What follows belongs to an exercise in optimizing a design on an open flow for small area, a short achievable clock period and few clock cycles per item; a production flow would make more cautious choices.
In this exercise RTL edits were held to simulation tests only and were not proved equivalent to the original.
Power and IR drop assume default switching activity.

===== flow/design.v =====
`timescale 1ns/1ns
package blob_pkg;
  localparam int COL_W     = 11;
  localparam int ROW_W     = 11;
  localparam int MASS_W    = 21;
  localparam int MAX_OBJS  = 16;
  localparam int LABEL_W   = 4;
  localparam int MAX_RUNS  = 16;
  localparam int RUN_IDX_W = 4;
  localparam int MIN_MASS  = 8;   
  localparam int IN_DEPTH    = 3;   
  localparam int OUT_CREDITS = 4;
  localparam int CREDIT_W    = 3;
  localparam int TOKEN_W       = 23;
  localparam int TOK_EVENT_BIT = 22;
  localparam int TOK_FRAME_BIT = 0;
  localparam int TOK_START_LSB = 11;
  localparam int WORD_W = 32;
  typedef enum logic [1:0] {
    idle,
    search,
    stall_full,   
    frame_wait
  } label_state_t;
endpackage
`timescale 1ns/1ns
import blob_pkg::*;
module run_intake (
  input  logic               clk,
  input  logic               rst,
  input  logic               in_valid,
  input  logic [TOKEN_W-1:0] in_token,
  output logic               in_credit,
  output logic               tok_valid,
  output logic [TOKEN_W-1:0] tok_data,
  input  logic               tok_pop,
  input  logic               tok_done
);
  logic [TOKEN_W-1:0]  mem [IN_DEPTH];
  logic [IN_DEPTH-1:0] full;    
  logic                pop;
  assign pop       = tok_pop && full[0];
  assign tok_valid = full[0];
  assign tok_data  = mem[0];
  always_ff @(posedge clk) begin
    if (rst) begin
      full      <= '0;
      in_credit <= 1'b0;
    end else begin
      if (pop)
        full <= in_valid ? full : {1'b0, full[IN_DEPTH-1:1]};
      else if (in_valid)
        full <= {full[IN_DEPTH-2:0], 1'b1};
      in_credit <= tok_done;   
    end
  end
  always_ff @(posedge clk) begin
    for (int i = 0; i < IN_DEPTH; i++) begin
      if (pop) begin
        if (in_valid && (i == IN_DEPTH - 1 || !full[i + 1]) && full[i])
          mem[i] <= in_token;
        else if (i < IN_DEPTH - 1)
          mem[i] <= mem[(i + 1) % IN_DEPTH];
      end else if (in_valid && !full[i] && (i == 0 || full[(i + IN_DEPTH - 1) % IN_DEPTH])) begin
        mem[i] <= in_token;
      end
    end
  end
endmodule
`timescale 1ns/1ns
import blob_pkg::*;
module run_labeler (
  input  logic                clk,
  input  logic                rst,
  input  logic                tok_valid,
  input  logic [TOKEN_W-1:0]  tok_data,
  output logic                tok_pop,
  output logic                tok_done,
  output logic                a_valid,
  output logic                a_new,
  output logic [LABEL_W-1:0]  a_slot,
  output logic [COL_W-1:0]    a_start,
  output logic [COL_W-1:0]    a_end,
  output logic                a_row_end,
  output logic                a_frame_end,
  output logic                fe_take,
  output logic [LABEL_W-1:0]  fe_base,
  output logic [LABEL_W:0]    fe_count,
  input  logic                rep_busy,
  input  logic                rep_slot_busy,
  output logic [LABEL_W-1:0]  next_slot        
);
  logic [COL_W-1:0]   prev_sm1 [MAX_RUNS];
  logic [COL_W-1:0]   prev_ep1 [MAX_RUNS];
  logic [LABEL_W-1:0] prev_lab [MAX_RUNS];
  logic [COL_W-1:0]   cur_sm1  [MAX_RUNS];
  logic [COL_W-1:0]   cur_ep1  [MAX_RUNS];
  logic [LABEL_W-1:0] cur_lab  [MAX_RUNS];
  logic [RUN_IDX_W:0]  cur_cnt;
  logic [RUN_IDX_W:0]  prev_cnt;
  logic [LABEL_W:0]    next_label;    
  logic [LABEL_W-1:0]  frame_base;    
  logic               take;
  logic               is_event;
  logic               is_frame;
  logic               row_end;
  logic [COL_W-1:0]   run_start;
  logic [COL_W-1:0]   run_end;
  logic [COL_W-1:0]   run_sm1;
  logic [COL_W-1:0]   run_ep1;
  logic               hit;
  logic [LABEL_W-1:0] hit_slot;
  logic               store;
  logic               run_in;
  logic [LABEL_W-1:0] new_slot;
  logic [COL_W-1:0]    h_start;
  logic [COL_W-1:0]    h_end;
  logic [COL_W-1:0]    h_ep1 [MAX_RUNS];
  logic [MAX_RUNS-1:0] h_after;
  logic [RUN_IDX_W:0]  h_cnt;
  logic [MAX_RUNS-1:0] h_first;
  logic                s1_valid;
  logic [TOKEN_W-1:0]  s1_tok;
  logic [MAX_RUNS-1:0] s1_first;
  logic                s1_row_end;
  logic                s1_frame_end;
  logic                load;
  logic [COL_W-1:0]    first_sm1;
  logic [LABEL_W-1:0]  first_lab;
  assign h_start = tok_data[TOK_START_LSB +: COL_W];
  assign h_end   = tok_data[COL_W-1:0];
  assign s1_row_end   = s1_valid && s1_tok[TOK_EVENT_BIT] && !s1_tok[TOK_FRAME_BIT];
  assign s1_frame_end = s1_valid && s1_tok[TOK_EVENT_BIT] && s1_tok[TOK_FRAME_BIT];
  assign h_cnt = s1_frame_end ? '0 : s1_row_end ? cur_cnt : prev_cnt;
  always_comb begin
    for (int i = 0; i < MAX_RUNS; i++) begin
      h_ep1[i]   = s1_row_end ? cur_ep1[i] : prev_ep1[i];
      h_after[i] = h_ep1[i] >= h_start && (RUN_IDX_W+1)'(i) < h_cnt;
    end
    for (int i = 0; i < MAX_RUNS; i++)
      h_first[i] = h_after[i] && (i == 0 || !h_after[(i + MAX_RUNS - 1) % MAX_RUNS]);
  end
  assign load       = tok_valid && (!s1_valid || take);
  assign tok_pop    = load;
  assign tok_done   = take;
  always_ff @(posedge clk) begin
    if (rst)
      s1_valid <= 1'b0;
    else if (load || take)
      s1_valid <= load;
  end
  always_ff @(posedge clk) begin
    if (load) begin
      s1_tok   <= tok_data;
      s1_first <= h_first;
    end
  end
  assign is_event  = s1_tok[TOK_EVENT_BIT];
  assign is_frame  = s1_tok[TOK_FRAME_BIT];
  assign run_start = s1_tok[TOK_START_LSB +: COL_W];
  assign run_end   = s1_tok[COL_W-1:0];
  assign take      = s1_valid && (is_event ? !(is_frame && rep_busy) : !rep_slot_busy);
  assign row_end   = take && is_event && !is_frame;
  assign fe_take   = take && is_event && is_frame;
  assign fe_base   = frame_base;
  assign fe_count  = next_label;
  assign run_sm1 = (run_start == '0) ? '0 : run_start - 1'b1;
  assign run_ep1 = (&run_end) ? run_end : run_end + 1'b1;
  always_comb begin
    first_sm1 = '0;
    first_lab = '0;
    for (int i = 0; i < MAX_RUNS; i++) begin
      first_sm1 |= s1_first[i] ? prev_sm1[i] : '0;
      first_lab |= s1_first[i] ? prev_lab[i] : '0;
    end
  end
  assign hit      = (|s1_first) && first_sm1 <= run_end;
  assign hit_slot = first_lab;
  assign new_slot = hit ? hit_slot : next_slot;
  assign run_in   = take && !is_event && !cur_cnt[RUN_IDX_W];
  assign store    = run_in && (hit || !next_label[LABEL_W]);
  always_ff @(posedge clk) begin
    if (rst) begin
      cur_cnt     <= '0;
      prev_cnt    <= '0;
      next_label  <= '0;
      next_slot   <= '0;
      frame_base  <= '0;
      a_valid     <= 1'b0;
      a_row_end   <= 1'b0;
      a_frame_end <= 1'b0;
    end else begin
      a_valid     <= store;
      a_row_end   <= row_end;
      a_frame_end <= fe_take;
      if (fe_take) begin
        next_label <= '0;
        frame_base <= next_slot;
        cur_cnt    <= '0;
        prev_cnt   <= '0;
      end
      if (row_end) begin
        prev_cnt <= cur_cnt;
        cur_cnt  <= '0;
      end
      if (store) begin
        cur_cnt <= cur_cnt + 1'b1;
        if (!hit) begin
          next_label      <= next_label + 1'b1;
          next_slot       <= next_slot + 1'b1;
        end
      end
    end
  end
  always_ff @(posedge clk) begin
    a_new   <= !hit;
    a_slot  <= new_slot;
    a_start <= run_start;
    a_end   <= run_end;
    if (run_in) begin
      cur_sm1[cur_cnt[RUN_IDX_W-1:0]] <= run_sm1;
      cur_ep1[cur_cnt[RUN_IDX_W-1:0]] <= run_ep1;
      cur_lab[cur_cnt[RUN_IDX_W-1:0]] <= new_slot;
    end
    if (row_end) begin
      for (int i = 0; i < MAX_RUNS; i++) begin
        prev_sm1[i] <= cur_sm1[i];
        prev_ep1[i] <= cur_ep1[i];
        prev_lab[i] <= cur_lab[i];
      end
    end
  end
endmodule
`timescale 1ns/1ns
import blob_pkg::*;
module object_table (
  input  logic                clk,
  input  logic                rst,
  input  logic                a_valid,
  input  logic                a_new,
  input  logic [LABEL_W-1:0]  a_slot,
  input  logic [COL_W-1:0]    a_start,
  input  logic [COL_W-1:0]    a_end,
  input  logic                a_row_end,
  input  logic                a_frame_end,
  input  logic                fe_take,
  input  logic [LABEL_W-1:0]  fe_base,
  input  logic [LABEL_W:0]    fe_count,
  output logic                rep_busy,
  input  logic [LABEL_W-1:0]  next_slot,
  output logic                rep_slot_busy,
  input  logic                wr_ready,
  output logic                wr_valid,
  output logic [26:0]         wr_data,
  output logic                wr_last
);
  logic [MASS_W-1:0]   mass_mem  [MAX_OBJS];
  logic [COL_W-1:0]    min_x_mem [MAX_OBJS];
  logic [COL_W-1:0]    max_x_mem [MAX_OBJS];
  logic [ROW_W-1:0]    min_y_mem [MAX_OBJS];
  logic [ROW_W-1:0]    max_y_mem [MAX_OBJS];
  logic                b_valid;
  logic                b_new;
  logic [LABEL_W-1:0]  b_slot;
  logic [COL_W-1:0]    b_start;
  logic [COL_W-1:0]    b_end;
  logic [COL_W:0]      b_len;
  logic [ROW_W-1:0]    b_row;
  logic [MASS_W-1:0]   b_mass;
  logic [COL_W-1:0]    b_min_x;
  logic [COL_W-1:0]    b_max_x;
  logic [MASS_W-1:0]   mass_d;
  logic [COL_W-1:0]    min_x_d;
  logic [COL_W-1:0]    max_x_d;
  logic                a_read;
  logic [LABEL_W-1:0]  rd_addr;
  logic [MASS_W-1:0]   rd_mass;
  logic [COL_W-1:0]    rd_min_x;
  logic [COL_W-1:0]    rd_max_x;
  logic [ROW_W-1:0]    rd_min_y;
  logic [ROW_W-1:0]    rd_max_y;
  logic                fwd;
  logic                rep_on;
  logic                rep_wait;
  logic [LABEL_W-1:0]  rep_slot;
  logic [LABEL_W:0]    rep_left;
  logic [1:0]          phase;
  logic [LABEL_W:0]    rep_cnt;
  logic                rep_go;
  logic                big;
  logic [MAX_OBJS-1:0] slot_big;
  assign a_read   = a_valid && !a_new;
  assign rd_addr  = a_read ? a_slot : rep_slot;
  always_comb begin
    rd_mass  = '0;
    rd_min_x = '0;
    rd_max_x = '0;
    rd_min_y = '0;
    rd_max_y = '0;
    for (int i = 0; i < MAX_OBJS; i++) begin
      if (rd_addr == LABEL_W'(i)) begin
        rd_mass  |= mass_mem[i];
        rd_min_x |= min_x_mem[i];
        rd_max_x |= max_x_mem[i];
        rd_min_y |= min_y_mem[i];
        rd_max_y |= max_y_mem[i];
      end
    end
  end
  assign fwd      = b_valid && b_slot == a_slot;
  assign mass_d  = b_new ? MASS_W'(b_len) : b_mass + MASS_W'(b_len);
  assign min_x_d = (b_new || b_start < b_min_x) ? b_start : b_min_x;
  assign max_x_d = (b_new || b_end > b_max_x) ? b_end : b_max_x;
  always_ff @(posedge clk) begin
    if (rst) begin
      b_valid <= 1'b0;
      b_row   <= '0;
    end else begin
      b_valid <= a_valid;
      if (a_frame_end)
        b_row <= '0;
      else if (a_row_end)
        b_row <= b_row + 1'b1;
    end
  end
  always_ff @(posedge clk) begin
    b_new   <= a_new;
    b_slot  <= a_slot;
    b_start <= a_start;
    b_end   <= a_end;
    b_len   <= {1'b0, a_end} - {1'b0, a_start} + 1'b1;
    b_mass  <= fwd ? mass_d  : rd_mass;
    b_min_x <= fwd ? min_x_d : rd_min_x;
    b_max_x <= fwd ? max_x_d : rd_max_x;
  end
  always_ff @(posedge clk) begin
    for (int i = 0; i < MAX_OBJS; i++) begin
      if (b_valid && b_slot == LABEL_W'(i)) begin
        mass_mem[i]  <= mass_d;
        min_x_mem[i] <= min_x_d;
        max_x_mem[i] <= max_x_d;
        max_y_mem[i] <= b_row;
        if (b_new)
          min_y_mem[i] <= b_row;
      end
    end
  end
  assign rep_busy = rep_on;
  assign rep_slot_busy = rep_left != '0 && next_slot == rep_slot;
  always_comb begin
    for (int i = 0; i < MAX_OBJS; i++)
      slot_big[i] = mass_mem[i] > MASS_W'(MIN_MASS);
  end
  assign big      = slot_big[rep_slot];
  assign rep_go   = rep_on && !rep_wait && !a_read && wr_ready;
  assign wr_valid = rep_go && (rep_left == '0 || phase != 2'd0 || big);
  assign wr_last  = rep_left == '0;
  always_comb begin
    if (rep_left == '0)
      wr_data = 27'(rep_cnt);
    else if (phase == 2'd0)
      wr_data = 27'(rd_mass);
    else if (phase == 2'd1)
      wr_data = {rd_max_x, 5'b0, rd_min_x};
    else
      wr_data = {rd_max_y, 5'b0, rd_min_y};
  end
  always_ff @(posedge clk) begin
    if (rst) begin
      rep_on   <= 1'b0;
      rep_wait <= 1'b0;
      phase    <= '0;
      rep_cnt  <= '0;
      rep_left <= '0;
      rep_slot <= '0;
    end else begin
      rep_wait <= 1'b0;
      if (fe_take) begin
        rep_on   <= 1'b1;
        rep_wait <= 1'b1;   
        rep_slot <= fe_base;
        rep_left <= fe_count;
        rep_cnt  <= '0;
        phase    <= '0;
      end else if (rep_go) begin
        if (rep_left == '0) begin
          rep_on <= 1'b0;
        end else if (phase == 2'd0 && !big) begin
          rep_slot           <= rep_slot + 1'b1;
          rep_left           <= rep_left - 1'b1;
        end else if (phase == 2'd2) begin
          phase              <= '0;
          rep_slot           <= rep_slot + 1'b1;
          rep_left           <= rep_left - 1'b1;
          rep_cnt            <= rep_cnt + 1'b1;
        end else begin
          phase <= phase + 1'b1;
        end
      end
    end
  end
endmodule
`timescale 1ns/1ns
import blob_pkg::*;
module report_writer (
  input  logic              clk,
  input  logic              rst,
  input  logic              wr_valid,
  input  logic [26:0]       wr_data,
  input  logic              wr_last,
  output logic              wr_ready,
  output logic              out_valid,
  output logic [WORD_W-1:0] out_data,
  output logic              out_last,
  input  logic              out_credit
);
  logic [CREDIT_W-1:0] credits;
  logic [26:0]         data_q;
  assign wr_ready = (credits > CREDIT_W'(out_valid));
  assign out_data = {5'b0, data_q};
  always_ff @(posedge clk) begin
    if (rst) begin
      out_valid <= 1'b0;
      out_last  <= 1'b0;
      credits   <= CREDIT_W'(OUT_CREDITS);
    end else begin
      out_valid <= wr_valid;
      out_last  <= wr_valid && wr_last;
      credits   <= credits - CREDIT_W'(out_valid) + CREDIT_W'(out_credit);
    end
  end
  always_ff @(posedge clk)
    data_q <= wr_data;
endmodule
`timescale 1ns/1ns
import blob_pkg::*;
module blob_detector (
  input  logic               clk,
  input  logic               rst,
  input  logic               in_valid,
  input  logic [TOKEN_W-1:0] in_token,
  output logic               in_credit,
  output logic               out_valid,
  output logic [WORD_W-1:0]  out_data,
  output logic               out_last,
  input  logic               out_credit
);
  logic                tok_valid;
  logic [TOKEN_W-1:0]  tok_data;
  logic                tok_pop;
  logic                tok_done;
  logic                a_valid;
  logic                a_new;
  logic [LABEL_W-1:0]  a_slot;
  logic [COL_W-1:0]    a_start;
  logic [COL_W-1:0]    a_end;
  logic                a_row_end;
  logic                a_frame_end;
  logic                fe_take;
  logic [LABEL_W-1:0]  fe_base;
  logic [LABEL_W:0]    fe_count;
  logic                rep_busy;
  logic                rep_slot_busy;
  logic [LABEL_W-1:0]  next_slot;
  logic                wr_ready;
  logic                wr_valid;
  logic [26:0]         wr_data;
  logic                wr_last;
  run_intake u_intake (
    .clk(clk), .rst(rst), .in_valid(in_valid), .in_token(in_token),
    .in_credit(in_credit), .tok_valid(tok_valid), .tok_data(tok_data), .tok_pop(tok_pop),
    .tok_done(tok_done)
  );
  run_labeler u_labeler (
    .clk(clk), .rst(rst), .tok_valid(tok_valid), .tok_data(tok_data), .tok_pop(tok_pop),
    .tok_done(tok_done), .a_valid(a_valid), .a_new(a_new), .a_slot(a_slot), .a_start(a_start), .a_end(a_end),
    .a_row_end(a_row_end), .a_frame_end(a_frame_end),
    .fe_take(fe_take), .fe_base(fe_base), .fe_count(fe_count),
    .rep_busy(rep_busy), .rep_slot_busy(rep_slot_busy), .next_slot(next_slot)
  );
  object_table u_table (
    .clk(clk), .rst(rst), .a_valid(a_valid), .a_new(a_new), .a_slot(a_slot),
    .a_start(a_start), .a_end(a_end), .a_row_end(a_row_end),
    .a_frame_end(a_frame_end), .fe_take(fe_take), .fe_base(fe_base),
    .fe_count(fe_count), .rep_busy(rep_busy), .next_slot(next_slot),
    .rep_slot_busy(rep_slot_busy),
    .wr_ready(wr_ready), .wr_valid(wr_valid), .wr_data(wr_data), .wr_last(wr_last)
  );
  report_writer u_writer (
    .clk(clk), .rst(rst), .wr_valid(wr_valid), .wr_data(wr_data), .wr_last(wr_last),
    .wr_ready(wr_ready), .out_valid(out_valid), .out_data(out_data),
    .out_last(out_last), .out_credit(out_credit)
  );
endmodule

===== flow/flow/run.sh =====
#!/bin/bash
# Standard layout; repair_timing aims for 7 ns of setup slack (a period of 3 ns).
bash standard.sh SETUP_SLACK_MARGIN=7 finish > standard.log 2>&1

===== flow/standard.sh =====
#!/bin/bash
# synth_recipe.tcl (not shown) runs the flow's synth.tcl, then flattens the netlist and writes it again
# the make line also repeats each setting of config.mk as NAME=value (left out here)
make -C /OpenROAD-flow-scripts/flow DESIGN_CONFIG=/design/flow/config.mk WORK_HOME=/design/flow/orfs CLKGATE_MAP_FILE= SYNTH_SCRIPT=/design/flow/synth_recipe.tcl "${@:-finish}"

===== flow/config.mk =====
export PLATFORM = sky130hd
export DESIGN_NAME = blob_detector
export DESIGN_NICKNAME = blob_detector
export VERILOG_FILES = /design/flow/design.v
export SDC_FILE = /design/flow/constraint.sdc
export NUM_CORES = 4
export LEC_CHECK = 0
export CAP_MARGIN = 20
export CORE_MARGIN = 2
export CORE_UTILIZATION = 55
export CTS_CLUSTER_DIAMETER = 120
export CTS_CLUSTER_SIZE = 25
export PLACE_DENSITY = 0.7
export SETUP_SLACK_MARGIN = 5
export SLEW_MARGIN = 20

===== flow/constraint.sdc =====
create_clock -name core_clock -period 10.0 [get_ports {clk}]
set_input_delay 2.0000 -clock core_clock [delete_from_list [all_inputs] [get_ports {clk}]]
set_output_delay 2.0000 -clock core_clock [all_outputs]
set_load 0.01 [all_outputs]

==> qor.yml, run 1 <==
placed_design:
  dp_hpwl_mm: 134
  routabilityCongestion: 0.932
  portBuffers: 56
  place_inst: 7123
power:
  cellPowerDensity_nw_per_um2: 167
  p_leak_nw: 32.1
  irDropWorstVdd_mv: 0.147
timing:
  worst_pin_slew_ps: 1160
  final.period_utilization_pct: 37.0
  holdWs_ps: 344
  fmaxAchievable_mhz: 270
  period_needed_ps: 3700
  slew_violations: 0
  finalSetupViolCount: 0
  slew_headroom_pct: 22.8
  fin_setup_tns_ps: 0
  finalClockSkew_ps: 38.2
  hold_viol: 0
  grt_setup_unrepaired: "true"
floorplan:
  num_rows: 143
  design.portCount: 62
  die_x_um: 395
  die_height_um: 395
  die-area_um2: 156000
  initial_core_util_pct: 55.4
  coreArea_um2: 152000
cts:
  htreeDepth: 3
  cts_buffer_depth: 3
  root_buffer: "clkbuf_16"
  cts_made_buffers: 97
  cts.clk_slew.worst_paths_ps: 110
  cts_tree: "built"
  cts_sinks: 2181
  clock_latency_ps: 760
setup_path:
  crit_path_frequent_cell: "buf_6"
  slowest_stage: "edfxtp_1"
  crit_chain: "buf_12 > buf_6 > a22o_1 > a221oi_2 > nand4_1 > ha_1 > nand4_1 > o21bai_4 > a211oi_4 > buf_4 > buf_6 > buf_6 > o21ai_4 > or3_4 > a21oi_2"
  cp_max_fo: 12
  start_kind: "register"
  path_buf_inv: 5
  worstPathRequired_ps: 10690
  slowest_delay_ps: 430
  critPathTopFamily: "compound AO/OA/AOI/OAI gates"
  critPathCaptureType: "register"
  critPathArrivalTime_ps: 4390
  critical_path_class: "reg2reg"
routing:
  vias: 50325
  routed-wl-met3_mm: 27.4
  wl_met1_mm: 88.9
  antenna_left: 0
  routed_via_density: 6.66
  top_layer: "met5"
  drt_iter0_markers: 7727
  wl_mm: 243
  drc: 0
  routedWlPerCell_um: 32.2
  drtPass1Iterations: 9
  met2_length_mm: 114
min_path:
  hp-class: "reg2reg"
global_route:
  globalRoute.totalOverflow: 0
  grt_pass1_vias: 48289
  grt_max_degree: 83
  grt_pass1_wl_mm: 336
  antenna_found_initial: 6
  grt_usage_pct: 29.7
yosys:
  synth-edff-count: 1957
  ys.flop_type: "edfxtp_1"
  async_reset_ff_share_pct: 0
  syn-mean-instance-area_um2: 16.5
  synth_seq_cells: 2181
  yosysSeqAreaShare_pct: 75.1
  synth_cells: 5117
  syn_area_um2: 84300
  yosys_warnings: 15
  synth.distinct_cells: 84
final_layout:
  fin_nets: 5741
  final_common_cell: "edfxtp_1"
  layout_common_cells: "edfxtp_1, a22oi_1, buf_4"
  instances_no_fill: 7560
  syn_to_final_growth_pct: 14.6
  layout-drive-gt1-share_pct: 20.6
run:
  cap_viol_max_count: 0
status:
  status: "no timing/DRC/antenna violations"
## per-layer routing
layer  vias to the layer above  track usage, %
li1                      21188               -
met1                     25414            39.4
met2                      3127            47.9
met3                       590            6.28
met4                         6            12.6
met5                         -               0
## worst paths after layout
check	start	end	slack, ps	cells past startpoint
setup reg to reg	u_labeler.s1_first[2]$_DFFE_PP_	u_labeler.next_slot[3]$_SDFFE_PP0P_	6300	15
hold reg to reg	u_labeler.a_start[9]$_DFF_P_	u_table.b_start[9]$_DFF_P_	340	0
setup / recovery	u_labeler.s1_first[2]$_DFFE_PP_	u_labeler.next_slot[3]$_SDFFE_PP0P_	6300	15
hold / removal	u_labeler.a_start[9]$_DFF_P_	u_table.b_start[9]$_DFF_P_	340	0
## worst register-to-register path, cell delays in order (launching register included)
cell and delay, ps:
edfxtp_1 430, buf_12 170, buf_6 180, a22o_1 270, a221oi_2 290, nand4_1 270
ha_1 350, nand4_1 200, o21bai_4 260, a211oi_4 270, buf_4 160, buf_6 80
buf_6 100, o21ai_4 70, or3_4 410, a21oi_2 130
## power by group
group | leakage (nW) | internal, mW | switching, mW
clock | 1.34 | 1.89 | 2.75
sequential | 19.7 | 10.1 | 0.0974
combinational | 11.0 | 0.481 | 0.819
## stage by stage
step / cell area [um2] / total power, mW / util, % / setup WS [ps]
6_report: 96600 / 16.1 / 63.5 / 6300
5_1_grt: 96600 / 16.5 / 63.5 / 6240
4_1_cts: 95000 / 16.1 / 62.5 / 6570
3_5_place_dp: 88100 / 11.5 / 57.9 / 5300
3_3_place_gp: 88000 / 11.4 / 57.9 / 5320
2_1_floorplan: 84500 / 11.0 / - / 5930
## timing repair
item,CTS,global route
hold buffers,0,0
gates cloned,38,12
setup buffers,158,54
gates resized for setup,599,180
pin swaps,125,86
setup endpoints to repair,1492,1028
## state kept, by name, summed over array words and instances (netlist names), 12 cells and up
| signal | flops |
|---|---|
| u_table.b_mass | 21 |
| u_table.b_len | 12 |
| u_labeler.cur_sm1 | 176 |
| u_labeler.prev_sm1 | 176 |
| u_labeler.cur_ep1 | 176 |
| u_labeler.cur_lab | 64 |
| u_table.mass_mem | 336 |
| u_labeler.prev_ep1 | 176 |
| u_intake.mem | 69 |
| u_table.max_y_mem | 176 |
| u_table.max_x_mem | 176 |
| u_labeler.s1_first | 16 |
| u_table.min_y_mem | 176 |
| u_table.min_x_mem | 176 |
| u_writer.data_q | 27 |
| u_labeler.s1_tok | 23 |
| u_labeler.prev_lab | 64 |
## area by class of cell
type                    instances  area, um2
fillers                     10583      55500
multi-input cells            2633      22100
well taps                    2030       2540
inverters                      91        352
diodes                          3       7.51
clock inverters                 6       92.6
repair buffers                451       5390
clock buffers                 165       2730
flip-flops and latches       2181      63400
## kinds of logic (layout without fill, tap and decap cells)
logic type	after synthesis	in the layout	share of synthesized area (%)
flops	2181	2181	75.1
compound gates	1123	1124	9.86
simple gates	904	917	5.49
buf+inv	323	713	1.59
mux	263	265	3.47
fa+ha+maj	259	259	3.87
xor+xnor	63	63	0.655
other cells	1	8	0.00445
## cell usage after synthesis, types with 33 or more instances
library cell     n  area, um2
edfxtp_1      1957      58800
a22oi_1        413       3100
ha_1           256       3200
nor2_1         237        890
mux2_2         233       2620
dfxtp_1        224       4480
nand2_1        159        597
clkbuf_1       137        514
a21oi_1        116        581
a22o_1         112        981
nand3_1        104        521
o21ai_0        102        510
inv_1           91        342
nand4_1         86        538
o21a_1          85        638
nor4_1          75        469
buf_2           69        345
nor3_1          59        295
a221oi_1        55        482
a222oi_1        52        521
o22ai_1         42        263
nand2b_1        33        206
Testbench counts, summed over its fixed seeds: cycles 12,168, tokens 11,777.
==> run 2: changes to the inputs <==
==> flow/run.sh (new file) <==
#!/bin/bash
# synth_recipe.tcl (not shown) runs the flow's synth.tcl, then flattens the netlist and writes it again
# the make line also repeats each setting of config.mk as NAME=value (left out here)
make -C /OpenROAD-flow-scripts/flow DESIGN_CONFIG=/design/flow/config.mk WORK_HOME=/design/flow/orfs CLKGATE_MAP_FILE= SYNTH_SCRIPT=/design/flow/synth_recipe.tcl finish
--- a/flow/config.mk
+++ b/flow/config.mk
@@ -8,8 +8,7 @@
 export CAP_MARGIN = 20
 export CORE_MARGIN = 2
-export CORE_UTILIZATION = 55
+export CORE_UTILIZATION = 40
 export CTS_CLUSTER_DIAMETER = 120
 export CTS_CLUSTER_SIZE = 25
-export PLACE_DENSITY = 0.7
 export SETUP_SLACK_MARGIN = 5
 export SLEW_MARGIN = 20
removed: flow/flow/run.sh
removed: flow/standard.sh
==> run 2 against run 1 <==
Net effect: still clean on timing, DRC and antenna; non-clock buffer count shrank 242; clock skew rose by 65 ps; first-iteration DRC count decreased by 22%; synthesized cell count is the same; hold slack improved by 25 ps; global-route usage fell by 8.5 points; combinational power down 19%; sequential cell count unchanged; via count down 5.0%; largest power group unchanged; highest routed layer unchanged.
==> qor.yml, run 2 <==
global_route:
  grt_pass1_vias: 46354  # was 48289
  antenna_found_initial: 16  # was 6
  globalRoute.totalOverflow: 0  # unchanged
  grt_pass1_wl_mm: 333  # was 336 mm
  grt_max_degree: 172  # was 83
  grt_usage_pct: 21.2  # was 29.7%
power:
  p_int_mw: 12.4  # was 12.5 mW
  p_leak_nw: 29.8  # was 32.1 nW
  irDropWorstVdd_mv: 0.189  # was 0.147 mV
  p_switching_mw: 3.62  # was 3.66 mW
  share_clk_of_total_power_pct: 29.6  # was 28.7%
  cellPowerDensity_nw_per_um2: 174  # was 167 nW/um2
  p_comb_share_pct: 6.6  # was 8.1%
  sw_frac_of_total_pct: 22.6  # was 22.7%
  power_mw: 16.0  # was 16.1 mW
  seqPwrFrac_pct: 63.9  # was 63.2%
yosys:
  synth-edff-count: 1957  # unchanged
  synth_xor_area_share_pct: 0.655  # unchanged
  ys.flop_type: "edfxtp_1"  # unchanged
  syn_area_um2: 84300  # unchanged
  synth.distinct_cells: 84  # unchanged
  synth_compound_gate_area_share_pct: 9.86  # unchanged
  synth-simple-area-share_pct: 5.49  # unchanged
  synth_top_family_by_area: "compound AO/OA/AOI/OAI gates"  # unchanged
  synth_cells: 5117  # unchanged
  yosys_warnings: 15  # unchanged
  syn-mean-instance-area_um2: 16.5  # unchanged
  yosysSeqAreaShare_pct: 75.1  # unchanged
  synth_seq_cells: 2181  # unchanged
  async_reset_ff_share_pct: 0  # unchanged
  yosysTopAreaCellShare_pct: 69.7  # unchanged
  synthMuxAreaShare_pct: 3.47  # unchanged
  synth_commonest_cells: "edfxtp_1, a22oi_1, ha_1"  # unchanged
  yosys.area_share.adder_pct: 3.87  # unchanged
  yosys-top-cells-area: "edfxtp_1, dfxtp_1, ha_1"  # unchanged
  yosysTopAreaCell: "edfxtp_1"  # unchanged
  yosysMostFrequentCell: "edfxtp_1"  # unchanged
timing:
  holdWs_ps: 370  # was 344 ps
  finalClockSkew_ps: 103  # was 38.2 ps
  finalSetupViolCount: 0  # unchanged
  slew_headroom_pct: 22.5  # was 22.8%
  grt_setup_unrepaired: "false"  # was true
  fmaxAchievable_mhz: 215  # was 270 MHz
  final.period_utilization_pct: 46.5  # was 37.0%
  period_needed_ps: 4650  # was 3700 ps
  slew_violations: 0  # unchanged
  worst_pin_slew_ps: 1160  # about the same
  fin_setup_tns_ps: 0  # unchanged
  setup_ws_ps: 5350  # was 6300 ps
  hold_viol: 0  # unchanged
floorplan:
  initial_core_util_pct: 40.2  # was 55.4%
  die_x_um: 463  # was 395 um
  design.portCount: 62  # unchanged
  die-area_um2: 214000  # was 156000 um2
  coreArea_um2: 210000  # was 152000 um2
  num_rows: 168  # was 143
  die_height_um: 463  # was 395 um
final_layout:
  fin_area_um2: 92000  # was 96600 um2
  fin_nets: 5484  # was 5741
  layout_common_cells: "edfxtp_1, a22oi_1, ha_1"  # was edfxtp_1, a22oi_1, buf_4
  regMostFlops: "u_table.mass_mem"  # unchanged
  largest_reg_flops: 336  # unchanged
  layout-drive-gt1-share_pct: 11.8  # was 20.6%
  syn_to_final_growth_pct: 9.20  # was 14.6%
  final_common_cell: "edfxtp_1"  # unchanged
  fillers: 18368  # was 10583
cts:
  clock_latency_ps: 830  # was 760 ps
  root_buffer: "clkbuf_16"  # unchanged
  cts.clk_slew.worst_paths_ps: 100  # was 110 ps
  cts_sinks: 2181  # unchanged
  cts_buffer_depth: 3  # unchanged
  cts_setup_buffers: 0  # was 158
  htreeDepth: 3  # unchanged
  hold_buffers: 0  # unchanged
  cts_tree: "built"  # unchanged
  cts_made_buffers: 98  # was 97
min_path:
  hold_path.startpoint: "u_labeler.a_end[7]$_DFF_P_"  # was u_labeler.a_start[9]$_DFF_P_
  whs_endpoint: "u_table.b_end[7]$_DFF_P_"  # was u_table.b_start[9]$_DFF_P_
  hp-class: "reg2reg"  # unchanged
  hold_depth: 0  # unchanged
routing:
  vias: 47829  # was 50325
  wl_mm: 234  # was 243 mm
  routed_via_density: 5.92  # was 6.66
  drt_iter0_markers: 6048  # was 7727
  drc: 0  # unchanged
  antenna_left: 0  # unchanged
  drtPass1Iterations: 10  # was 9
  routedWlPerCell_um: 28.9  # was 32.2 um
placed_design:
  routabilityCongestion: 0.871  # was 0.932
  portBuffers: 56  # unchanged
  dp_slack_ps: 5110  # was 5300 ps
  placed_area_um2: 89000  # was 88100 um2
  dp_hpwl_mm: 141  # was 134 mm
setup_path:
  r2r_slack_ps: 5350  # was 6300 ps
  worstPathRequired_ps: 10540  # was 10690 ps
  start_kind: "register"  # unchanged
  critPathArrivalTime_ps: 5190  # was 4390 ps
  critPathCaptureType: "register"  # unchanged
  cp_max_fo: 126  # was 12
  worstReg2RegStart: "u_labeler.s1_tok[22]$_DFFE_PP_"  # was u_labeler.s1_first[2]$_DFFE_PP_
  critical_path_class: "reg2reg"  # unchanged
  worst-r2r-cell-count: 15  # unchanged
  worstReg2RegEnd: "u_labeler.s1_first[3]$_DFFE_PP_"  # was u_labeler.next_slot[3]$_SDFFE_PP0P_
status:
  status: "no timing/DRC/antenna violations"  # unchanged
run:
  cap_viol_max_count: 0  # unchanged
-- run 2: per-layer routing --
metal  global-route usage (%)  share of wire (%)  vias to the layer above
met5                        0              0.018                        -
li1                         -                  -                    20628
met2                     34.4                 47                     2153
met3                     3.04                8.0                      370
met1                     29.4                 41                    24670
met4                     6.89                3.4                        8
-- run 2: through the flow --
stage | std cells | utilization (%)
final | 8084 | 43.9
after global routing | 8083 | 43.9
after CTS | 8081 | 43.9
after detailed placement | 7902 | 42.5
after global placement | 7897 | 42.4
after floorplan | 5121 | -
-- run 2: final cells by class --
class / instances / area [um2] / area share (%)
Sequential cell: 2181 / 63300 / 68.8
Multi-Input combinational cell: 2617 / 20200 / 21.9
Tap cell: 2805 / 3510 / 3.81
Clock buffer: 170 / 2740 / 2.98
Timing Repair Buffer: 209 / 1810 / 1.96
Inverter: 91 / 342 / 0.371
Clock inverter: 9 / 161 / 0.175
Antenna cell: 2 / 5.00 / 0.00544
-- run 2: cells by family after synthesis --
logic type | count (synthesis)
flops | 2181
buf+inv | 323
compound gates | 1123
mux | 263
simple gates | 904
xor+xnor | 63
other cells | 1
fa+ha+maj | 259
-- run 2: worst max-delay path by stage --
stage,startpoint,end,slack (ps),cells past startpoint
2_1_floorplan,u_table.b_slot[1]$_DFF_P_,u_table.mass_mem[1][0]$_DFFE_PP_,5140,2
3_3_place_gp,u_labeler.s1_first[2]$_DFFE_PP_,u_labeler.cur_lab[0][1]$_DFFE_PP_,4780,12
3_5_place_dp,u_labeler.s1_tok[22]$_DFFE_PP_,u_labeler.s1_first[3]$_DFFE_PP_,5110,15
4_1_cts,u_labeler.s1_first[2]$_DFFE_PP_,u_labeler.cur_lab[3][0]$_DFFE_PP_,5130,13
5_1_grt,u_labeler.s1_tok[22]$_DFFE_PP_,u_labeler.s1_first[13]$_DFFE_PP_,5020,15
6_report,u_labeler.s1_tok[22]$_DFFE_PP_,u_labeler.s1_first[3]$_DFFE_PP_,5350,15
-- run 2: worst max-delay path, stage by stage, from the launching register on --
cell,delay [ps]
edfxtp_1,560
nand2_1,360
nor2_4,220
buf_12,540
buf_6,600
mux2_2,410
ha_1,280
nor2b_1,130
o21a_1,160
o21a_1,160
o21a_1,160
o21a_1,150
o21ai_0,160
a21oi_1,90
o22ai_1,270
nor3_1,70
-- run 2: power groups by stage --
stage	Sequential [mW]	Combinational [mW]	Clock (mW)
after global placement	10.4	1.02	0
after floorplan	10.4	0.618	0
after global routing	10.2	1.15	5.11
after CTS	10.2	1.05	4.81
after detailed placement	10.4	1.04	0
final	10.2	1.05	4.72
-- run 2: what timing repair did --
item                                    in CTS  in global routing
endpoints found under the hold margin        0                  0
endpoints found under the setup margin       0                 61
resized for setup                            0                  3
==> run 3: changes to the inputs <==
==> flow/flow/run.sh (new file) <==
#!/bin/bash
# Standard layout; repair_timing aims for 6.8 ns of setup slack (a period of 3.2 ns).
bash standard.sh SETUP_SLACK_MARGIN=6.8 finish > standard.log 2>&1
==> flow/standard.sh (new file) <==
#!/bin/bash
# synth_recipe.tcl (not shown) runs the flow's synth.tcl, then flattens the netlist and writes it again
# the make line also repeats each setting of config.mk as NAME=value (left out here)
make -C /OpenROAD-flow-scripts/flow DESIGN_CONFIG=/design/flow/config.mk WORK_HOME=/design/flow/orfs CLKGATE_MAP_FILE= SYNTH_SCRIPT=/design/flow/synth_recipe.tcl "${@:-finish}"
--- a/flow/config.mk
+++ b/flow/config.mk
@@ -13,2 +13,3 @@
 export SETUP_SLACK_MARGIN = 5
 export SLEW_MARGIN = 20
+export TNS_END_PERCENT = 10
removed: flow/run.sh
==> run 3 against run 2 <==
Net effect: clock power about the same; core utilization up 1.4 points; critical path depth down 10; sequential cell count unchanged; design area up 3.2%; critical path type is now in2reg; sequential power about the same; clock skew down 54 ps; hold slack worse by 16 ps; still clean on timing, DRC and antenna; register-to-register slack better by 1000 ps; maximum frequency up 27%.
==> qor.yml, run 3 <==
yosys:
  synth_top_family_by_area: "compound AO/OA/AOI/OAI gates"  # unchanged
  synth_seq_cells: 2181  # unchanged
  synth-simple-area-share_pct: 5.49  # unchanged
  syn-mean-instance-area_um2: 16.5  # unchanged
  synth-edff-count: 1957  # unchanged
  synth_cells: 5117  # unchanged
  synth_commonest_cells: "edfxtp_1, a22oi_1, ha_1"  # unchanged
  yosys.area_share.adder_pct: 3.87  # unchanged
  ys.flop_type: "edfxtp_1"  # unchanged
  yosys-top-cells-area: "edfxtp_1, dfxtp_1, ha_1"  # unchanged
  synth.distinct_cells: 84  # unchanged
  async_reset_ff_share_pct: 0  # unchanged
  yosys_warnings: 15  # unchanged
  synthMuxAreaShare_pct: 3.47  # unchanged
  syn_area_um2: 84300  # unchanged
  synth_compound_gate_area_share_pct: 9.86  # unchanged
  yosysSeqAreaShare_pct: 75.1  # unchanged
  synth_xor_area_share_pct: 0.655  # unchanged
  yosysTopAreaCellShare_pct: 69.7  # unchanged
  yosysMostFrequentCell: "edfxtp_1"  # unchanged
  yosysTopAreaCell: "edfxtp_1"  # unchanged
power:
  p_leak_nw: 31.2  # was 29.8 nW
  irDropWorstVdd_mv: 0.152  # was 0.189 mV
  cellPowerDensity_nw_per_um2: 170  # was 174 nW/um2
  power_mw: 16.1  # was 16.0 mW
min_path:
  hold_depth: 0  # unchanged
  whs_endpoint: "u_table.b_end[1]$_DFF_P_"  # was u_table.b_end[7]$_DFF_P_
  hp-class: "reg2reg"  # unchanged
  hold_path.startpoint: "u_labeler.a_end[1]$_DFF_P_"  # was u_labeler.a_end[7]$_DFF_P_
timing:
  fmaxAchievable_mhz: 274  # was 215 MHz
  slew_violations: 0  # unchanged
  hold_viol: 0  # unchanged
  period_needed_ps: 3660  # was 4650 ps
  fin_setup_tns_ps: 0  # unchanged
  slew_headroom_pct: 20.7  # was 22.5%
  grt_setup_unrepaired: "true"  # was false
  worst_pin_slew_ps: 1190  # was 1160 ps
  finalSetupViolCount: 0  # unchanged
  final.period_utilization_pct: 36.6  # was 46.5%
  finalClockSkew_ps: 49.1  # was 103 ps
setup_path:
  cp_max_fo: 23  # was 126
  r2r_slack_ps: 6350  # was 5350 ps
  critPathTopFamily: "buffers and inverters"  # was compound AO/OA/AOI/OAI gates
  path_buf_inv: 2  # unchanged
  worstReg2RegEnd: "u_labeler.cur_lab[4][1]$_DFFE_PP_"  # was u_labeler.s1_first[3]$_DFFE_PP_
  worstPathRequired_ps: 10530  # was 10540 ps
  start_kind: "primary input"  # was register
  critPathArrivalTime_ps: 4190  # was 5190 ps
  critical_path_class: "in2reg"  # was reg2reg
  crit_chain: "clkdlybuf4s50_1 > clkinvlp_4 > or2_2 > nand2_2 > mux2_2"  # was nand2_1 > nor2_4 > buf_12 > buf_6 > mux2_2 > ha_1 > nor2b_1 > o21a_1 > o21a_1 > o21a_1 > o21a_1 > o21ai_0 > a21oi_1 > o22ai_1 > nor3_1
  critPathCaptureType: "register"  # unchanged
  slowest_delay_ps: 670  # was 600 ps
  worstReg2RegStart: "u_labeler.s1_first[0]$_DFFE_PP_"  # was u_labeler.s1_tok[22]$_DFFE_PP_
  worst-r2r-cell-count: 17  # was 15
  slowest_stage: "clkdlybuf4s50_1"  # was buf_6
global_route:
  globalRoute.totalOverflow: 0  # unchanged
  grt_usage_pct: 21.8  # was 21.2%
  antenna_found_initial: 11  # was 16
  grt_pass1_wl_mm: 341  # was 333 mm
  grt_pass1_vias: 46863  # was 46354
  grt_max_degree: 85  # was 172
routing:
  drt_iter0_markers: 6647  # was 6048
  antenna_left: 0  # unchanged
  drtPass1Iterations: 8  # was 10
  wl_mm: 245  # was 234 mm
  routed_via_density: 5.96  # was 5.92
  drc: 0  # unchanged
  vias: 49236  # was 47829
  routedWlPerCell_um: 29.6  # was 28.9 um
final_layout:
  layout_common_cells: "edfxtp_1, a22oi_1, ha_1"  # unchanged
  fin_area_um2: 95000  # was 92000 um2
  final_common_cell: "edfxtp_1"  # unchanged
  instances_no_fill: 8262  # was 8084
  fin_nets: 5654  # was 5484
  largest_reg_flops: 336  # unchanged
  layout-drive-gt1-share_pct: 16.6  # was 11.8%
  syn_to_final_growth_pct: 12.7  # was 9.20%
  regMostFlops: "u_table.mass_mem"  # unchanged
cts:
  cts.clk_slew.worst_paths_ps: 100  # about the same
  cts_tree: "built"  # unchanged
  root_buffer: "clkbuf_16"  # unchanged
  clock_latency_ps: 810  # was 830 ps
  cts_made_buffers: 98  # unchanged
  htreeDepth: 3  # unchanged
  hold_buffers: 0  # unchanged
  cts_sinks: 2181  # unchanged
  cts_buffer_depth: 3  # unchanged
run:
  cap_viol_max_count: 0  # unchanged
placed_design:
  dp_hpwl_mm: 142  # was 141 mm
  portBuffers: 56  # unchanged
  placed_area_um2: 89000  # about the same
  routabilityCongestion: 0.874  # was 0.871
  place_inst: 7896  # was 7902
floorplan:
  num_rows: 168  # unchanged
  die-area_um2: 214000  # unchanged
  initial_core_util_pct: 40.2  # unchanged
  die_x_um: 463  # unchanged
  coreArea_um2: 210000  # unchanged
  design.portCount: 62  # unchanged
  die_height_um: 463  # unchanged
status:
  status: "no timing/DRC/antenna violations"  # unchanged
[run 3: cell types whose count changed in the layout (fill, tap and decap cells not counted), sizes merged, moves of 3 or more]
cell           before  now
and2               15   20
buf               154  305
bufbuf              0    5
clkbuf            170  179
clkdlybuf4s15       0    3
clkdlybuf4s50      55   25
clkinvlp            0    3
diode               2    5
dlygate4sd2         0   27
[run 3: kinds of logic after synthesis]
group	count (synthesis)
DFF	2181
AOI/OAI and AO/OA	1123
and+or+nand+nor	904
buffers and inverters	323
muxes	263
adders and majority gates	259
xor gates and xnor gates	63
other	1
[run 3: cell type report]
cell class	instances	area, um2
tap	2805	3510
sequential	2181	63300
multi-input combinational	2627	21000
clock buffer	175	2760
inverter	91	358
fill	18092	115000
antenna	5	12.5
timing repair buffer	369	3880
clock inverter	9	120
[run 3: power by group]
part | switching [mW] | internal [mW]
Combinational | 0.769 | 0.409
Sequential | 0.103 | 10.1
Clock | 2.82 | 1.91
[run 3: stage by stage]
| step | worst slack, ps | hold WS, ps | utilization, % |
|---|---|---|---|
| 2_1_floorplan | 5140 | 331 | - |
| 3_3_place_gp | 4860 | 345 | 42.4 |
| 3_5_place_dp | 5000 | 339 | 42.5 |
| 4_1_cts | 6420 | 358 | 44.9 |
| 5_1_grt | 6290 | 367 | 45.3 |
| 6_report | 6340 | 353 | 45.3 |
[run 3: per-layer routing]
layer	global-route usage, %	vias to the layer above	routed length [um]
met5	0	-	41
met4	6.70	6	8460
met3	3.24	393	20200
met2	35.6	2331	115000
met1	30.2	25507	100000
li1	-	20999	-
[run 3: repair_timing]
action / 4_1_cts / 5_1_grt
setup endpoints to repair: 956 / 943
gates resized for setup: 276 / 62
pin swaps: 56 / 22
buffers inserted: 94 / 53
gates cloned: 22 / 6
[run 3: worst max path at each step]
stage / from / to / slack [ps] / depth (start not counted)
global route: u_labeler.s1_first[11]$_DFFE_PP_ / u_labeler.cur_lab[4][1]$_DFFE_PP_ / 6290 / 16
floorplan: u_table.b_slot[0]$_DFF_P_ / u_table.mass_mem[2][0]$_DFFE_PP_ / 5140 / 2
finish: in_valid / u_intake.mem[2][7]$_DFFE_PP_ / 6340 / 5
CTS: u_labeler.a_new$_DFF_P_ / u_writer.data_q[2]$_DFF_P_ / 6420 / 11
global placement: u_labeler.s1_first[13]$_DFFE_PP_ / u_labeler.cur_lab[14][1]$_DFFE_PP_ / 4860 / 11
detailed placement: u_labeler.s1_first[13]$_DFFE_PP_ / u_labeler.cur_lab[13][0]$_DFFE_PP_ / 5000 / 12
==> run 4: changes to the inputs <==
--- a/flow/config.mk
+++ b/flow/config.mk
@@ -13,3 +13,2 @@
 export SETUP_SLACK_MARGIN = 5
 export SLEW_MARGIN = 20
-export TNS_END_PERCENT = 10
==> run 4 against run 3 <==
Net effect: register-to-register slack better by 220 ps; final cell count up 0.38%; synthesized area unchanged; sequential cell count unchanged; combinational power about the same; maximum frequency up 6.5%; power up 0.23%; clock-buffer cell count up 2; sequential power about the same; synthesized cell count unchanged; via count up 0.37%; hold slack worse by 7.1 ps; largest cell class unchanged.
==> qor.yml, run 4 <==
status:
  status: "no timing/DRC/antenna violations"  # unchanged
yosys:
  synth.distinct_cells: 84  # unchanged
  yosysTopAreaCellShare_pct: 69.7  # unchanged
  syn-mean-instance-area_um2: 16.5  # unchanged
  yosysMostFrequentCell: "edfxtp_1"  # unchanged
  synth_seq_cells: 2181  # unchanged
  ys.flop_type: "edfxtp_1"  # unchanged
  yosys_warnings: 15  # unchanged
  yosys-top-cells-area: "edfxtp_1, dfxtp_1, ha_1"  # unchanged
  synth_cells: 5117  # unchanged
  yosysTopAreaCell: "edfxtp_1"  # unchanged
  syn_area_um2: 84300  # unchanged
  synth_commonest_cells: "edfxtp_1, a22oi_1, ha_1"  # unchanged
  synth-edff-count: 1957  # unchanged
  async_reset_ff_share_pct: 0  # unchanged
  yosysSeqAreaShare_pct: 75.1  # unchanged
placed_design:
  portBuffers: 56  # unchanged
  dp_hpwl_mm: 145  # was 142 mm
  routabilityCongestion: 0.890  # was 0.874
global_route:
  grt_usage_pct: 22.2  # was 21.8%
  antenna_found_initial: 8  # was 11
  grt_pass1_wl_mm: 348  # was 341 mm
  grt_max_degree: 79  # was 85
  globalRoute.totalOverflow: 0  # unchanged
  grt_pass1_vias: 47501  # was 46863
timing:
  finalSetupViolCount: 0  # unchanged
  hold_viol: 0  # unchanged
  fmaxAchievable_mhz: 291  # was 274 MHz
  worst_pin_slew_ps: 1200  # was 1190 ps
  period_needed_ps: 3430  # was 3660 ps
  slew_violations: 0  # unchanged
  slew_headroom_pct: 20.1  # was 20.7%
  holdWs_ps: 346  # was 353 ps
  fin_setup_tns_ps: 0  # unchanged
  finalClockSkew_ps: 45.5  # was 49.1 ps
  final.period_utilization_pct: 34.3  # was 36.6%
  grt_setup_unrepaired: "true"  # unchanged
routing:
  drtPass1Iterations: 9  # was 8
  antenna_left: 0  # unchanged
  drc: 0  # unchanged
  wl_mm: 247  # was 245 mm
  routed_via_density: 5.96  # about the same
  routedWlPerCell_um: 29.7  # was 29.6 um
  vias: 49420  # was 49236
  drt_iter0_markers: 6965  # was 6647
final_layout:
  fin_nets: 5687  # was 5654
  layout-drive-gt1-share_pct: 19.8  # was 16.6%
  layout_common_cells: "edfxtp_1, a22oi_1, buf_4"  # was edfxtp_1, a22oi_1, ha_1
  multiInputGateArea_um2: 22000  # was 21000 um2
  syn_to_final_growth_pct: 14.6  # was 12.7%
  final_common_cell: "edfxtp_1"  # unchanged
  fillers: 17888  # was 18092
  regArea_um2: 63300  # about the same
  regMostFlops: "u_table.mass_mem"  # unchanged
  largest_reg_flops: 336  # unchanged
setup_path:
  critical_path_class: "reg2reg"  # was in2reg
  path_buf_inv: 6  # was 2
  worst-r2r-cell-count: 16  # was 17
  worstReg2RegEnd: "u_labeler.cur_lab[9][2]$_DFFE_PP_"  # was u_labeler.cur_lab[4][1]$_DFFE_PP_
  cp_max_fo: 9  # was 23
  slowest_delay_ps: 440  # was 670 ps
  critPathTopFamily: "compound AO/OA/AOI/OAI gates"  # was buffers and inverters
  crit_path_frequent_cell: "buf_4"
  start_kind: "register"  # was primary input
  critPathCaptureType: "register"  # unchanged
  worstReg2RegStart: "u_labeler.s1_first[2]$_DFFE_PP_"  # was u_labeler.s1_first[0]$_DFFE_PP_
  critPathArrivalTime_ps: 3950  # was 4190 ps
  crit_chain: "buf_12 > buf_4 > a22o_1 > a221oi_2 > nand4_1 > ha_1 > a21o_1 > a21o_1 > a21oi_2 > o21ai_2 > nor2_4 > buf_12 > buf_4 > buf_4 > a41oi_4 > buf_6"  # was clkdlybuf4s50_1 > clkinvlp_4 > or2_2 > nand2_2 > mux2_2
  slowest_stage: "edfxtp_1"  # was clkdlybuf4s50_1
  r2r_slack_ps: 6570  # was 6350 ps
  worstPathRequired_ps: 10520  # was 10530 ps
floorplan:
  initial_core_util_pct: 40.2  # unchanged
  die_height_um: 463  # unchanged
  die-area_um2: 214000  # unchanged
  num_rows: 168  # unchanged
  design.portCount: 62  # unchanged
  coreArea_um2: 210000  # unchanged
  die_x_um: 463  # unchanged
min_path:
  hold_depth: 0  # unchanged
  hp-class: "reg2reg"  # unchanged
  hold_path.startpoint: "u_labeler.a_end[7]$_DFF_P_"  # was u_labeler.a_end[1]$_DFF_P_
  whs_endpoint: "u_table.b_end[7]$_DFF_P_"  # was u_table.b_end[1]$_DFF_P_
cts:
  clock_latency_ps: 780  # was 810 ps
  cts_made_buffers: 98  # unchanged
  root_buffer: "clkbuf_16"  # unchanged
  hold_buffers: 0  # unchanged
  cts_tree: "built"  # unchanged
  cts.clk_slew.worst_paths_ps: 100  # about the same
  cts_buffer_depth: 3  # unchanged
  htreeDepth: 3  # unchanged
  cts_sinks: 2181  # unchanged
power:
  cellPowerDensity_nw_per_um2: 167  # was 170 nW/um2
  p_leak_nw: 31.6  # was 31.2 nW
  irDropWorstVdd_mv: 0.141  # was 0.152 mV
run:
  cap_viol_max_count: 0  # unchanged
## run 4: logic make-up after synthesis
logic type | count (synthesis) | share of synthesized area, %
other | 1 | 0.00445
AO/OA/AOI/OAI | 1123 | 9.86
adder cells (fa/ha/maj) | 259 | 3.87
AND/OR/NAND/NOR | 904 | 5.49
multiplexers | 263 | 3.47
flip-flops | 2181 | 75.1
buffers and inverters | 323 | 1.59
XOR/XNOR | 63 | 0.655
## run 4: cell type report
cell class                 instances  share of cell area [%]
multi-input combinational       2625                    22.8
timing repair buffer             402                    4.63
inverter                          91                   0.367
clock inverter                     7                  0.0739
sequential                      2181                    65.6
timing repair inverter             2                  0.0130
clock buffer                     177                    2.91
antenna                            3                 0.00777
tap                             2805                    3.63
## run 4: worst register-to-register path: cells and delay by family (launching register included)
kind            cells  cell delay, ps
compound gates      7            1150
buf+inv             6             920
simple gates        2             330
fa+ha+maj           1             350
flops               1             440
## run 4: worst max path at each step
stage | depth (start not counted) | slack, ps | endpoint | from
final | 16 | 6570 | u_labeler.cur_lab[9][2]$_DFFE_PP_ | u_labeler.s1_first[2]$_DFFE_PP_
after global routing | 17 | 6480 | u_labeler.a_slot[3]$_DFF_P_ | u_labeler.s1_first[4]$_DFFE_PP_
after CTS | 1 | 6590 | out_data[7] | u_writer.data_q[7]$_SDFF_PP0_
after detailed placement | 12 | 5200 | u_intake.mem[1][14]$_DFF_P_ | u_table.rep_left[0]$_SDFFE_PP0P_
after global placement | 12 | 5260 | u_intake.mem[1][7]$_DFF_P_ | u_table.rep_left[0]$_SDFFE_PP0P_
after floorplan | 17 | 5930 | u_labeler.s1_first[15]$_DFFE_PP_ | u_labeler.s1_tok[22]$_DFFE_PP_
## run 4: metal layers
layer / vias up / GRT usage (%) / part of all wire [%]
li1: 21086 / - / -
met1: 25376 / 31.0 / 41
met2: 2554 / 35.8 / 47
met3: 402 / 3.56 / 8.7
met4: 2 / 6.88 / 3.5
met5: - / 0 / 0.0053
## run 4: through the flow
stage          instance area (um2)  instances  util, %  power, mW  setup slack (ps)
6_report                     96600       8293     46.1       16.2              6570
5_1_grt                      96600       8291     46.1       16.6              6480
4_1_cts                      95400       8238     45.5       16.2              6590
3_5_place_dp                 89000       7893     42.5       11.5              5200
3_3_place_gp                 89000       7890     42.4       11.4              5260
2_1_floorplan                84500       5121        -       11.0              5930
## run 4: where the power goes
| group | internal (mW) | total (mW) | leakage (nW) | switching (mW) |
|---|---|---|---|---|
| logic | 0.436 | 1.21 | 10.5 | 0.779 |
| clock network | 1.94 | 4.73 | 1.37 | 2.79 |
| registers | 10.1 | 10.2 | 19.7 | 0.109 |
| total | 12.5 | 16.2 | 31.6 | 3.68 |
## run 4: what timing repair did
item	in CTS	in global routing
pin swaps	101	76
setup buffers	139	45
gates resized for setup	560	127
setup endpoints to repair	1100	885
gates cloned	22	5
==> run 5: changes to the inputs <==
--- a/flow/config.mk
+++ b/flow/config.mk
@@ -6,5 +6,5 @@
 export NUM_CORES = 4
 export LEC_CHECK = 0
-export CAP_MARGIN = 20
+export CAP_MARGIN = 10
 export CORE_MARGIN = 2
 export CORE_UTILIZATION = 40
@@ -12,3 +12,3 @@
 export CTS_CLUSTER_SIZE = 25
 export SETUP_SLACK_MARGIN = 5
-export SLEW_MARGIN = 20
+export SLEW_MARGIN = 10
==> run 5 against run 4 <==
Net effect: still clean on timing, DRC and antenna; global-route usage increased by 0.12 points; final cell count increased by 0.19%; design area increased by 0.49%; first-iteration DRC count decreased by 5.2%; sequential share of layout area decreased by 0.31 points; wire length increased by 1.7%; hold slack improved by 14 ps; core utilization increased by 0.22 points; combinational power about the same; largest cell class unchanged.
==> qor.yml, run 5 <==
power:
  irDropWorstVdd_mv: 0.146  # was 0.141 mV
  cellPowerDensity_nw_per_um2: 167  # about the same
  p_leak_nw: 31.8  # was 31.6 nW
yosys:
  async_reset_ff_share_pct: 0  # unchanged
  syn-mean-instance-area_um2: 16.5  # unchanged
  ys.flop_type: "edfxtp_1"  # unchanged
  yosys-top-cells-area: "edfxtp_1, dfxtp_1, ha_1"  # unchanged
  synth_cells: 5117  # unchanged
  synth.distinct_cells: 84  # unchanged
  synth_commonest_cells: "edfxtp_1, a22oi_1, ha_1"  # unchanged
  yosysSeqAreaShare_pct: 75.1  # unchanged
  syn_area_um2: 84300  # unchanged
  yosysTopAreaCellShare_pct: 69.7  # unchanged
  yosysMostFrequentCell: "edfxtp_1"  # unchanged
  synth-edff-count: 1957  # unchanged
  yosys_warnings: 15  # unchanged
  synth_seq_cells: 2181  # unchanged
  yosysTopAreaCell: "edfxtp_1"  # unchanged
placed_design:
  placed_area_um2: 89000  # about the same
  portBuffers: 56  # unchanged
  dp_slack_ps: 5160  # was 5200 ps
  routabilityCongestion: 0.890  # unchanged
  dp_hpwl_mm: 146  # was 145 mm
routing:
  drtPass1Iterations: 9  # unchanged
  routed_via_density: 5.99  # was 5.96
  routedWlPerCell_um: 30.2  # was 29.7 um
  vias: 49806  # was 49420
  antenna_left: 0  # unchanged
  wl_mm: 251  # was 247 mm
  drt_iter0_markers: 6601  # was 6965
  drc: 0  # unchanged
setup_path:
  critPathArrivalTime_ps: 3970  # was 3950 ps
  critical_path_class: "reg2reg"  # unchanged
  critPathCaptureType: "register"  # unchanged
  crit_chain: "buf_12 > buf_6 > a22o_1 > a221oi_2 > nand4_1 > ha_1 > nand4_1 > nor3_4 > o21ai_4 > nor2_4 > buf_12 > buf_6 > buf_6 > a41oi_4 > clkbuf_16"  # was buf_12 > buf_4 > a22o_1 > a221oi_2 > nand4_1 > ha_1 > a21o_1 > a21o_1 > a21oi_2 > o21ai_2 > nor2_4 > buf_12 > buf_4 > buf_4 > a41oi_4 > buf_6
  r2r_slack_ps: 6580  # was 6570 ps
  worstPathRequired_ps: 10550  # was 10520 ps
  slowest_delay_ps: 430  # was 440 ps
  worstReg2RegEnd: "u_labeler.cur_lab[3][3]$_DFFE_PP_"  # was u_labeler.cur_lab[9][2]$_DFFE_PP_
  worst-r2r-cell-count: 15  # was 16
  start_kind: "register"  # unchanged
  cp_max_fo: 8  # was 9
  crit_path_frequent_cell: "buf_6"  # was buf_4
  path_buf_inv: 6  # unchanged
  worstReg2RegStart: "u_labeler.s1_first[4]$_DFFE_PP_"  # was u_labeler.s1_first[2]$_DFFE_PP_
  critPathTopFamily: "simple AND/OR/NAND/NOR gates"  # was compound AO/OA/AOI/OAI gates
  slowest_stage: "edfxtp_1"  # unchanged
cts:
  clock_latency_ps: 800  # was 780 ps
  cts_made_buffers: 99  # was 98
  cts_tree: "built"  # unchanged
  cts_sinks: 2181  # unchanged
  root_buffer: "clkbuf_16"  # unchanged
  cts.clk_slew.worst_paths_ps: 110  # was 100 ps
  cts_buffer_depth: 3  # unchanged
  htreeDepth: 3  # unchanged
  hold_buffers: 0  # unchanged
global_route:
  grt_pass1_wl_mm: 349  # was 348 mm
  antenna_found_initial: 9  # was 8
  globalRoute.totalOverflow: 0  # unchanged
  grt_usage_pct: 22.3  # was 22.2%
  grt_pass1_vias: 47517  # was 47501
  grt_max_degree: 79  # unchanged
floorplan:
  design.portCount: 62  # unchanged
  die-area_um2: 214000  # unchanged
  num_rows: 168  # unchanged
  coreArea_um2: 210000  # unchanged
  initial_core_util_pct: 40.2  # unchanged
  die_x_um: 463  # unchanged
  die_height_um: 463  # unchanged
timing:
  worst_pin_slew_ps: 1340  # was 1200 ps
  hold_viol: 0  # unchanged
  period_needed_ps: 3420  # was 3430 ps
  slew_headroom_pct: 10.9  # was 20.1%
  grt_setup_unrepaired: "true"  # unchanged
  fmaxAchievable_mhz: 292  # was 291 MHz
  final.period_utilization_pct: 34.2  # was 34.3%
  setup_ws_ps: 6580  # was 6570 ps
  fin_setup_tns_ps: 0  # unchanged
  finalSetupViolCount: 0  # unchanged
  finalClockSkew_ps: 50.5  # was 45.5 ps
  slew_violations: 0  # unchanged
status:
  status: "no timing/DRC/antenna violations"  # unchanged
min_path:
  hp-class: "reg2reg"  # unchanged
  hold_path.startpoint: "u_labeler.a_end[1]$_DFF_P_"  # was u_labeler.a_end[7]$_DFF_P_
  hold_depth: 0  # unchanged
  whs_endpoint: "u_table.b_end[1]$_DFF_P_"  # was u_table.b_end[7]$_DFF_P_
final_layout:
  fin_nets: 5697  # was 5687
  largest_reg_flops: 336  # unchanged
  fin_area_um2: 97000  # was 96600 um2
  syn_to_final_growth_pct: 15.2  # was 14.6%
  regMostFlops: "u_table.mass_mem"  # unchanged
  final_core_util_pct: 46.3  # was 46.1%
  layout-drive-gt1-share_pct: 20.0  # was 19.8%
  final_common_cell: "edfxtp_1"  # unchanged
  fillers: 17853  # was 17888
  layout_common_cells: "edfxtp_1, a22oi_1, buf_4"  # unchanged
run:
  cap_viol_max_count: 0  # unchanged
[run 5: what timing repair did]
item / in CTS / in global routing
endpoints found under the setup margin: 1098 / 961
gates cloned: 27 / 12
buffers inserted: 138 / 46
pin swaps: 102 / 82
gates resized for setup: 515 / 189
[run 5: logic make-up (layout without fill, tap and decap cells)]
family | after synthesis | count (layout) | synth area share, %
simple gates | 904 | 912 | 5.49
compound gates | 1123 | 1123 | 9.86
xor+xnor | 63 | 63 | 0.655
mux | 263 | 263 | 3.47
buf+inv | 323 | 692 | 1.59
fa+ha+maj | 259 | 259 | 3.87
other cells | 1 | 11 | 0.00445
flops | 2181 | 2181 | 75.1
[run 5: worst max path at each step]
stage / from / to / slack [ps] / cells past startpoint
floorplan: u_labeler.s1_tok[22]$_DFFE_PP_ / u_labeler.s1_first[15]$_DFFE_PP_ / 5930 / 17
global placement: u_table.rep_left[0]$_SDFFE_PP0P_ / u_intake.mem[1][7]$_DFF_P_ / 5260 / 12
detailed placement: u_table.rep_left[0]$_SDFFE_PP0P_ / u_intake.mem[1][18]$_DFF_P_ / 5160 / 12
CTS: u_writer.data_q[10]$_SDFF_PP0_ / out_data[10] / 6580 / 1
global route: u_labeler.s1_first[4]$_DFFE_PP_ / u_labeler.cur_lab[4][3]$_DFFE_PP_ / 6490 / 15
finish: u_labeler.s1_first[4]$_DFFE_PP_ / u_labeler.cur_lab[3][3]$_DFFE_PP_ / 6580 / 15
[run 5: per-stage QoR]
step	power (mW)	instances	hold WS, ps
floorplan	11.0	5121	331
global placement	11.4	7890	342
detailed placement	11.5	7891	344
CTS	16.2	8244	362
global route	16.7	8305	366
finish	16.2	8309	360
[run 5: power breakdown]
part | switching (mW) | internal, mW | total [mW]
combinational | 0.788 | 0.443 | 1.23
clock | 2.84 | 1.96 | 4.80
sequential | 0.111 | 10.1 | 10.2
[run 5: layer usage]
layer | track usage (%) | share of wire, %
met2 | 35.6 | 47
met1 | 31.0 | 41
met4 | 8.07 | 3.9
met3 | 3.61 | 8.7
met5 | 0 | 0
[run 5: cell type report]
type                       count  area (um2)  area share, %
sequential                  2181       63300           65.3
antenna                        6        15.0         0.0155
multi-input combinational   2625       22100           22.7
timing repair inverter         2        12.5         0.0129
tap                         2805        3510           3.62
timing repair buffer         411        4770           4.91
clock buffer                 178        2820           2.90
clock inverter                10         146          0.151
inverter                      91         358          0.369

[re-timing with driven ports]
The results above use ideal ports. As a check the final layouts listed here were re-extracted and re-timed, cells and wires unchanged. Step 1 (the two cells are an assumption about what drives the block):
set clk [get_ports {clk}]
set_driving_cell -lib_cell sky130_fd_sc_hd__clkbuf_16 $clk
set_driving_cell -lib_cell sky130_fd_sc_hd__buf_2 [delete_from_list [all_inputs] $clk]
Step 2 adds t to the input delays and takes it off the output delays; t is the mean of the earliest and latest rising clock arrival at the registers after step 1. Input paths then give back, and output paths get back, about the clock's delay inside the block. Slacks: no drivers / after step 1 / after step 2; pairs: no drivers / after step 1.
run	t, ns	setup WS [ns]	latest minus earliest clock arrival (ns)	worst data-port slew with drivers (ns)	cell pins on the clock port's net
run 1	0.827	6.297 / 6.297 / 6.264	0.049 / 0.049	0.18	1
run 2	0.861	5.352 / 5.352 / 5.352	0.103 / 0.103	0.16	1
run 3	0.873	6.345 / 6.177 / 5.304	0.050 / 0.050	0.26	1
run 4	0.849	6.569 / 6.561 / 5.915	0.057 / 0.057	0.19	1
run 5	0.867	6.580 / 6.529 / 5.920	0.055 / 0.055	0.19	1
After both steps every run listed still meets setup and hold. The setup slack of run 3, which loses most, moves by -0.168 ns with the drivers and by -1.041 ns with both steps.
